This design comes from an exercise in tuning for small area on the open sky130 flow, not from production work.
Where RTL was checked, it was by simulation tests only, not by an equivalence proof against the original.
No activity file was given, so power comes from the tool's default toggle rates.

==> module dmem_responder, before the edit <==
module dmem_responder (
    input  logic        clk,
    input  logic        rst,
    input  logic        MemRead,
    input  logic        MemWrite,
    input  logic [31:0] dir,
    input  logic [31:0] dataIn,
    output logic [31:0] dataOut,
    output logic        ready,
    output logic        stall,
    output logic        misalign
);
    logic [1:0]  st_q;
    logic        misalign_q;
    logic [1:0]  ph_q;
    logic [5:0]  bidx_q;
    logic [31:0] bdata_q;
    logic [31:0] dout_q;
    logic [31:0] ring_q [0:15][0:3];
    logic        req;
    logic        mis_now;
    logic [5:0]  idx;
    logic        capture;
    logic        hit;
    logic [1:0]  ph_dn;
    logic [15:0] rsel;
    logic [15:0] rwe;
    logic [15:0] rhold;
    logic [31:0] head;
    assign req     = MemRead | MemWrite;
    assign mis_now = (dir[1:0] != 2'b00);
    assign idx     = dir[7:2];
    assign capture = (st_q == 2'd2) && !rst && MemWrite && !mis_now;
    assign ph_dn   = ph_q - 2'd1;
    assign hit     = (idx[1:0] == ph_q);
    assign stall    = !rst && (((st_q == 2'd0) && req) || (st_q == 2'd1) || (st_q == 2'd2));
    assign ready    = (st_q == 2'd3);
    assign misalign = misalign_q;
    always_ff @(posedge clk) begin
        if (rst) begin
            st_q       <= 2'd0;
            misalign_q <= 1'b0;
        end else begin
            case (st_q)
                2'd0:    if (req) st_q <= 2'd1;
                2'd1:    st_q <= 2'd2;
                2'd2: begin
                    st_q <= 2'd3;
                    if (mis_now) misalign_q <= 1'b1;
                end
                default: st_q <= 2'd0;
            endcase
        end
    end
    always_ff @(posedge clk) begin
        ph_q <= ph_dn;
        if (capture) begin
            bidx_q  <= idx;
            bdata_q <= dataIn;
        end
        dout_q <= head | (dout_q & {32{st_q != 2'd0}});
    end
    for (genvar r = 0; r < 16; r++) begin : g_ring
        logic [31:0] load;
        assign rsel[r] = hit && !mis_now && (idx[5:2] == 4'(r));
        assign rwe[r]  = (bidx_q[5:2] == 4'(r)) && (bidx_q[1:0] == ph_dn);
        assign rhold[r] = !rwe[r];
        for (genvar b = 0; b < 32; b++) begin : g_bit
            dmem_ring_load u_load (
                .q   (ring_q[r][3][b]),
                .hold(rhold[r]),
                .d   (bdata_q[b]),
                .load(rwe[r]),
                .y   (load[b])
            );
        end
        always_ff @(posedge clk) begin
            ring_q[r][0] <= load;
            ring_q[r][1] <= ring_q[r][0];
            ring_q[r][2] <= ring_q[r][1];
            ring_q[r][3] <= ring_q[r][2];
        end
    end
    for (genvar b = 0; b < 32; b++) begin : g_rd
        logic [15:0] heads;
        for (genvar r = 0; r < 16; r++) begin : g_r
            assign heads[r] = ring_q[r][0][b];
        end
        logic [5:0] head_n;
        dmem_sel16 u_sel (
            .d  (heads),
            .sel(rsel),
            .n  (head_n)
        );
        assign head[b] = !(&head_n);
    end
    assign dataOut = head | dout_q;
endmodule
==> module dmem_sel16, before the edit <==
module dmem_sel16 (
    input  logic [15:0] d,
    input  logic [15:0] sel,
    output logic [5:0]  n
);
    for (genvar g = 0; g < 5; g++) begin : g_aoi
        dmem_aoi222 u_aoi (
            .a (d[3*g]),   .sa(sel[3*g]),
            .b (d[3*g+1]), .sb(sel[3*g+1]),
            .c (d[3*g+2]), .sc(sel[3*g+2]),
            .y (n[g])
        );
    end
    assign n[5] = !(d[15] && sel[15]);
endmodule
export LEC_CHECK = 0
export CAP_MARGIN = 20
export CORE_MARGIN = 2
export CORE_UTILIZATION = 75
export CTS_BUF_LIST = sky130_fd_sc_hd__clkbuf_16
export CTS_CLUSTER_DIAMETER = 80
export CTS_CLUSTER_SIZE = 30
export SLEW_MARGIN = 20
export SYNTH_HIERARCHICAL = 1
create_clock -name core_clock -period 5.0 [get_ports {clk}]
standard.sh (not shown) runs the stock make flow with config.mk's settings and CLKGATE_MAP_FILE= SYNTH_SCRIPT=/design/flow/synth_recipe.tcl, a recipe that flattens the netlist after the stock synthesis.
==> flow/flow/run.sh <==
#!/bin/bash
# The standard layout, with the port buffers made from the plain buf cell rather than
# the delay cell buffer_ports picks by default (repair may still resize them).
set -euo pipefail
export BUFFER_PORTS_ARGS="-buffer_cell sky130_fd_sc_hd__buf_1"
bash standard.sh > standard.log 2>&1
Change:
--- a/flow/design.v
+++ b/flow/design.v
@@ -25,9 +25,10 @@
     logic [1:0]  ph_dn;
     logic [15:0] rsel;
     logic [15:0] rwe;
     logic [15:0] rhold;
-    logic [31:0] head;
+    logic [31:0] rd;
+    logic        keep;
     assign req     = MemRead | MemWrite;
     assign mis_now = (dir[1:0] != 2'b00);
     assign idx     = dir[7:2];
     assign capture = (st_q == 2'd2) && !rst && MemWrite && !mis_now;
@@ -57,9 +58,8 @@
         if (capture) begin
             bidx_q  <= idx;
             bdata_q <= dataIn;
         end
-        dout_q <= head | (dout_q & {32{st_q != 2'd0}});
     end
     for (genvar r = 0; r < 16; r++) begin : g_ring
         logic [31:0] load;
         assign rsel[r] = hit && !mis_now && (idx[5:2] == 4'(r));
@@ -80,22 +80,28 @@
             ring_q[r][2] <= ring_q[r][1];
             ring_q[r][3] <= ring_q[r][2];
         end
     end
+    assign keep = (st_q != 2'd0);
     for (genvar b = 0; b < 32; b++) begin : g_rd
         logic [15:0] heads;
+        logic [5:0]  rd_n;
         for (genvar r = 0; r < 16; r++) begin : g_r
             assign heads[r] = ring_q[r][0][b];
         end
-        logic [5:0] head_n;
-        dmem_sel16 u_sel (
-            .d  (heads),
-            .sel(rsel),
-            .n  (head_n)
+        dmem_rd_bit u_rd (
+            .d   (heads),
+            .sel (rsel),
+            .hold(dout_q[b]),
+            .keep(keep),
+            .n   (rd_n)
         );
-        assign head[b] = !(&head_n);
+        assign rd[b] = !(&rd_n);
     end
-    assign dataOut = head | dout_q;
+    always_ff @(posedge clk) begin
+        dout_q <= rd;
+    end
+    assign dataOut = rd;
 endmodule
 module dmem_ring_load (
     input  logic q,
     input  logic hold,
@@ -104,11 +110,13 @@
     output logic y
 );
     assign y = (q & hold) | (d & load);
 endmodule
-module dmem_sel16 (
+module dmem_rd_bit (
     input  logic [15:0] d,
     input  logic [15:0] sel,
+    input  logic        hold,
+    input  logic        keep,
     output logic [5:0]  n
 );
     for (genvar g = 0; g < 5; g++) begin : g_aoi
         dmem_aoi222 u_aoi (
@@ -117,9 +125,9 @@
             .c (d[3*g+2]), .sc(sel[3*g+2]),
             .y (n[g])
         );
     end
-    assign n[5] = !(d[15] && sel[15]);
+    assign n[5] = !((d[15] && sel[15]) || (hold && keep));
 endmodule
 module dmem_aoi222 (
     input  logic a,
     input  logic sa,
=> The changed run produced a clean layout. Synthesized cell count decreases by 4.2%. Final cell count decreases by 2.7%. Via count decreases by 1.5%. Wire length decreases by 0.41%. Global-route usage stays flat. Non-clock buffer count increases by 7. Design area barely changes. Power increases by 1.4%. Sequential cell count stays the same. Count of clock-buffer cells in the layout increases by 2. Core utilization increases by 0.18 points. Clock power increases by about 2%. Synthesized area is about the same.

## run A
The RTL this note starts from:
==> flow/design.v <==
module dmem_responder (
    input  logic        clk,
    input  logic        rst,
    input  logic        MemRead,
    input  logic        MemWrite,
    input  logic [31:0] dir,
    input  logic [31:0] dataIn,
    output logic [31:0] dataOut,
    output logic        ready,
    output logic        stall,
    output logic        misalign
);
    logic [1:0]  st_q;
    logic        misalign_q;
    logic [1:0]  ph_q;
    logic [5:0]  bidx_q;
    logic [31:0] bdata_q;
    logic [31:0] dout_q;
    logic [31:0] ring_q [0:15][0:3];
    logic        req;
    logic        mis_now;
    logic [5:0]  idx;
    logic        capture;
    logic        hit;
    logic [1:0]  wpos;
    logic [15:0] rsel;
    logic [15:0] rwe;
    logic [15:0] rhold;
    logic [31:0] head;
    assign req     = MemRead | MemWrite;
    assign mis_now = (dir[1:0] != 2'b00);
    assign idx     = dir[7:2];
    assign capture = (st_q == 2'd2) && !rst && MemWrite && !mis_now;
    assign hit     = (2'(idx[1:0] + ph_q) == 2'd0);
    assign wpos    = 2'(bidx_q[1:0] + ph_q);
    assign stall    = !rst && (((st_q == 2'd0) && req) || (st_q == 2'd1) || (st_q == 2'd2));
    assign ready    = (st_q == 2'd3);
    assign misalign = misalign_q;
    always_ff @(posedge clk) begin
        if (rst) begin
            st_q       <= 2'd0;
            misalign_q <= 1'b0;
        end else begin
            case (st_q)
                2'd0:    if (req) st_q <= 2'd1;
                2'd1:    st_q <= 2'd2;
                2'd2: begin
                    st_q <= 2'd3;
                    if (mis_now) misalign_q <= 1'b1;
                end
                default: st_q <= 2'd0;
            endcase
        end
    end
    always_ff @(posedge clk) begin
        ph_q <= ph_q + 2'd1;
        if (capture) begin
            bidx_q  <= idx;
            bdata_q <= dataIn;
        end
        dout_q <= head | (dout_q & {32{st_q != 2'd0}});
    end
    for (genvar r = 0; r < 16; r++) begin : g_ring
        logic [31:0] load;
        assign rsel[r] = hit && !mis_now && (idx[5:2] == 4'(r));
        assign rwe[r]  = (bidx_q[5:2] == 4'(r)) && (wpos == 2'd3);
        assign rhold[r] = !rwe[r];
        for (genvar b = 0; b < 32; b++) begin : g_bit
            dmem_ring_load u_load (
                .q   (ring_q[r][3][b]),
                .hold(rhold[r]),
                .d   (bdata_q[b]),
                .load(rwe[r]),
                .y   (load[b])
            );
        end
        always_ff @(posedge clk) begin
            ring_q[r][0] <= load;
            ring_q[r][1] <= ring_q[r][0];
            ring_q[r][2] <= ring_q[r][1];
            ring_q[r][3] <= ring_q[r][2];
        end
    end
    for (genvar b = 0; b < 32; b++) begin : g_rd
        logic [15:0] heads;
        for (genvar r = 0; r < 16; r++) begin : g_r
            assign heads[r] = ring_q[r][0][b];
        end
        dmem_sel16 u_sel (
            .d  (heads),
            .sel(rsel),
            .y  (head[b])
        );
    end
    assign dataOut = head | dout_q;
endmodule
module dmem_ring_load (
    input  logic q,
    input  logic hold,
    input  logic d,
    input  logic load,
    output logic y
);
    assign y = (q & hold) | (d & load);
endmodule
module dmem_sel16 (
    input  logic [15:0] d,
    input  logic [15:0] sel,
    output logic        y
);
    assign y = |(d & sel);
endmodule
make LEC_CHECK=0 CAP_MARGIN=20 CORE_MARGIN=2 CORE_UTILIZATION=65 CTS_BUF_LIST=sky130_fd_sc_hd__clkbuf_16 CTS_CLUSTER_DIAMETER=60 CTS_CLUSTER_SIZE=22 SLEW_MARGIN=20 SYNTH_HIERARCHICAL=1 finish   # period 5.0 ns
run.sh (not shown) runs the stock make flow with config.mk's settings and CLKGATE_MAP_FILE= SYNTH_SCRIPT=/design/flow/synth_recipe.tcl, a recipe that flattens the netlist after the stock synthesis.
Stock flow here: none of the scripts above is used.
Relative to run A, the following input files were edited for run B:
-- flow/design.v --
<<< run A, line 23
    logic        capture;
    logic        hit;
    logic [1:0]  wpos;
    logic [15:0] rsel;
    logic [15:0] rwe;
>>> run B, line 23
    logic        capture;
    logic        hit;
    logic [1:0]  ph_dn;
    logic [15:0] rsel;
    logic [15:0] rwe;
<<< run A, line 32
    assign idx     = dir[7:2];
    assign capture = (st_q == 2'd2) && !rst && MemWrite && !mis_now;
    assign hit     = (2'(idx[1:0] + ph_q) == 2'd0);
    assign wpos    = 2'(bidx_q[1:0] + ph_q);
    assign stall    = !rst && (((st_q == 2'd0) && req) || (st_q == 2'd1) || (st_q == 2'd2));
    assign ready    = (st_q == 2'd3);
>>> run B, line 32
    assign idx     = dir[7:2];
    assign capture = (st_q == 2'd2) && !rst && MemWrite && !mis_now;
    assign ph_dn   = ph_q - 2'd1;
    assign hit     = (idx[1:0] == ph_q);
    assign stall    = !rst && (((st_q == 2'd0) && req) || (st_q == 2'd1) || (st_q == 2'd2));
    assign ready    = (st_q == 2'd3);
<<< run A, line 54
    end
    always_ff @(posedge clk) begin
        ph_q <= ph_q + 2'd1;
        if (capture) begin
            bidx_q  <= idx;
>>> run B, line 54
    end
    always_ff @(posedge clk) begin
        ph_q <= ph_dn;
        if (capture) begin
            bidx_q  <= idx;
<<< run A, line 64
        logic [31:0] load;
        assign rsel[r] = hit && !mis_now && (idx[5:2] == 4'(r));
        assign rwe[r]  = (bidx_q[5:2] == 4'(r)) && (wpos == 2'd3);
        assign rhold[r] = !rwe[r];
        for (genvar b = 0; b < 32; b++) begin : g_bit
>>> run B, line 64
        logic [31:0] load;
        assign rsel[r] = hit && !mis_now && (idx[5:2] == 4'(r));
        assign rwe[r]  = (bidx_q[5:2] == 4'(r)) && (bidx_q[1:0] == ph_dn);
        assign rhold[r] = !rwe[r];
        for (genvar b = 0; b < 32; b++) begin : g_bit
<<< run A, line 109
    output logic        y
);
    assign y = |(d & sel);
endmodule
>>> run B, line 109
    output logic        y
);
    logic [5:0] n;
    for (genvar g = 0; g < 5; g++) begin : g_aoi
        dmem_aoi222 u_aoi (
            .a (d[3*g]),   .sa(sel[3*g]),
            .b (d[3*g+1]), .sb(sel[3*g+1]),
            .c (d[3*g+2]), .sc(sel[3*g+2]),
            .y (n[g])
        );
    end
    assign n[5] = !(d[15] && sel[15]);
    assign y = !(&n);
endmodule
module dmem_aoi222 (
    input  logic a,
    input  logic sa,
    input  logic b,
    input  logic sb,
    input  logic c,
    input  logic sc,
    output logic y
);
    assign y = !((a && sa) || (b && sb) || (c && sc));
endmodule
Per the comparison of run B with run A, total power moved down; power per cell area increased by 2.0% relative to the old numbers; proportion of synthesized chip area in sequential cells picked up an extra 1.8 points.
Against run A, run B reports a combined global-route utilization of all metal layers that is lower.
Sort run A and run B by combinational share of power desc -> top: run A
The fraction of area in clock buffers and inverters on run B is in line with that on run A.
Relative to run A, fraction of the mapped netlist area in compound gates has decreased by 2.5 points in run B.
Leakage power delta (run B − run A): favourable
For run A, only the layout was checked, not whether the RTL still works.

==> port drivers added, routing unchanged <==
The flow's constraints put no driver on any port. The routed layouts listed below were extracted and timed again, unchanged, in two steps.
Step 1 sets driving cells, clkbuf_16 on the clock port and buf_2 on the other inputs (assumed; they add their load-dependent delay and slew).
Step 2 moves the port delays by t, midway between the first and last clock arrival at a register: inputs arrive t later, outputs are due t later. That takes back most of the time a late clock gives input paths.
Three values: ideal ports, drivers, drivers and shift; two values: the first two.
run	t (ns)	setup slack, ns	worst setup path at the end	slew at the worst register clock pin (ns)	pins driven straight from the clock port
the first run of note 1	0.725	0.255 / 0.219 / 0.219	input to output	0.11 / 0.11	1
the second run of note 1	0.733	0.395 / 0.363 / 0.363	input to output	0.11 / 0.11	1
run A	0.739	0.107 / 0.088 / 0.088	input to output	0.09 / 0.09	1
run B	0.748	0.062 / 0.023 / 0.023	input to output	0.09 / 0.09	1
After both steps setup and hold are still met in every run listed. For run B, which loses most, drivers alone change the setup slack by -0.039 ns; drivers and shift together by -0.039 ns.
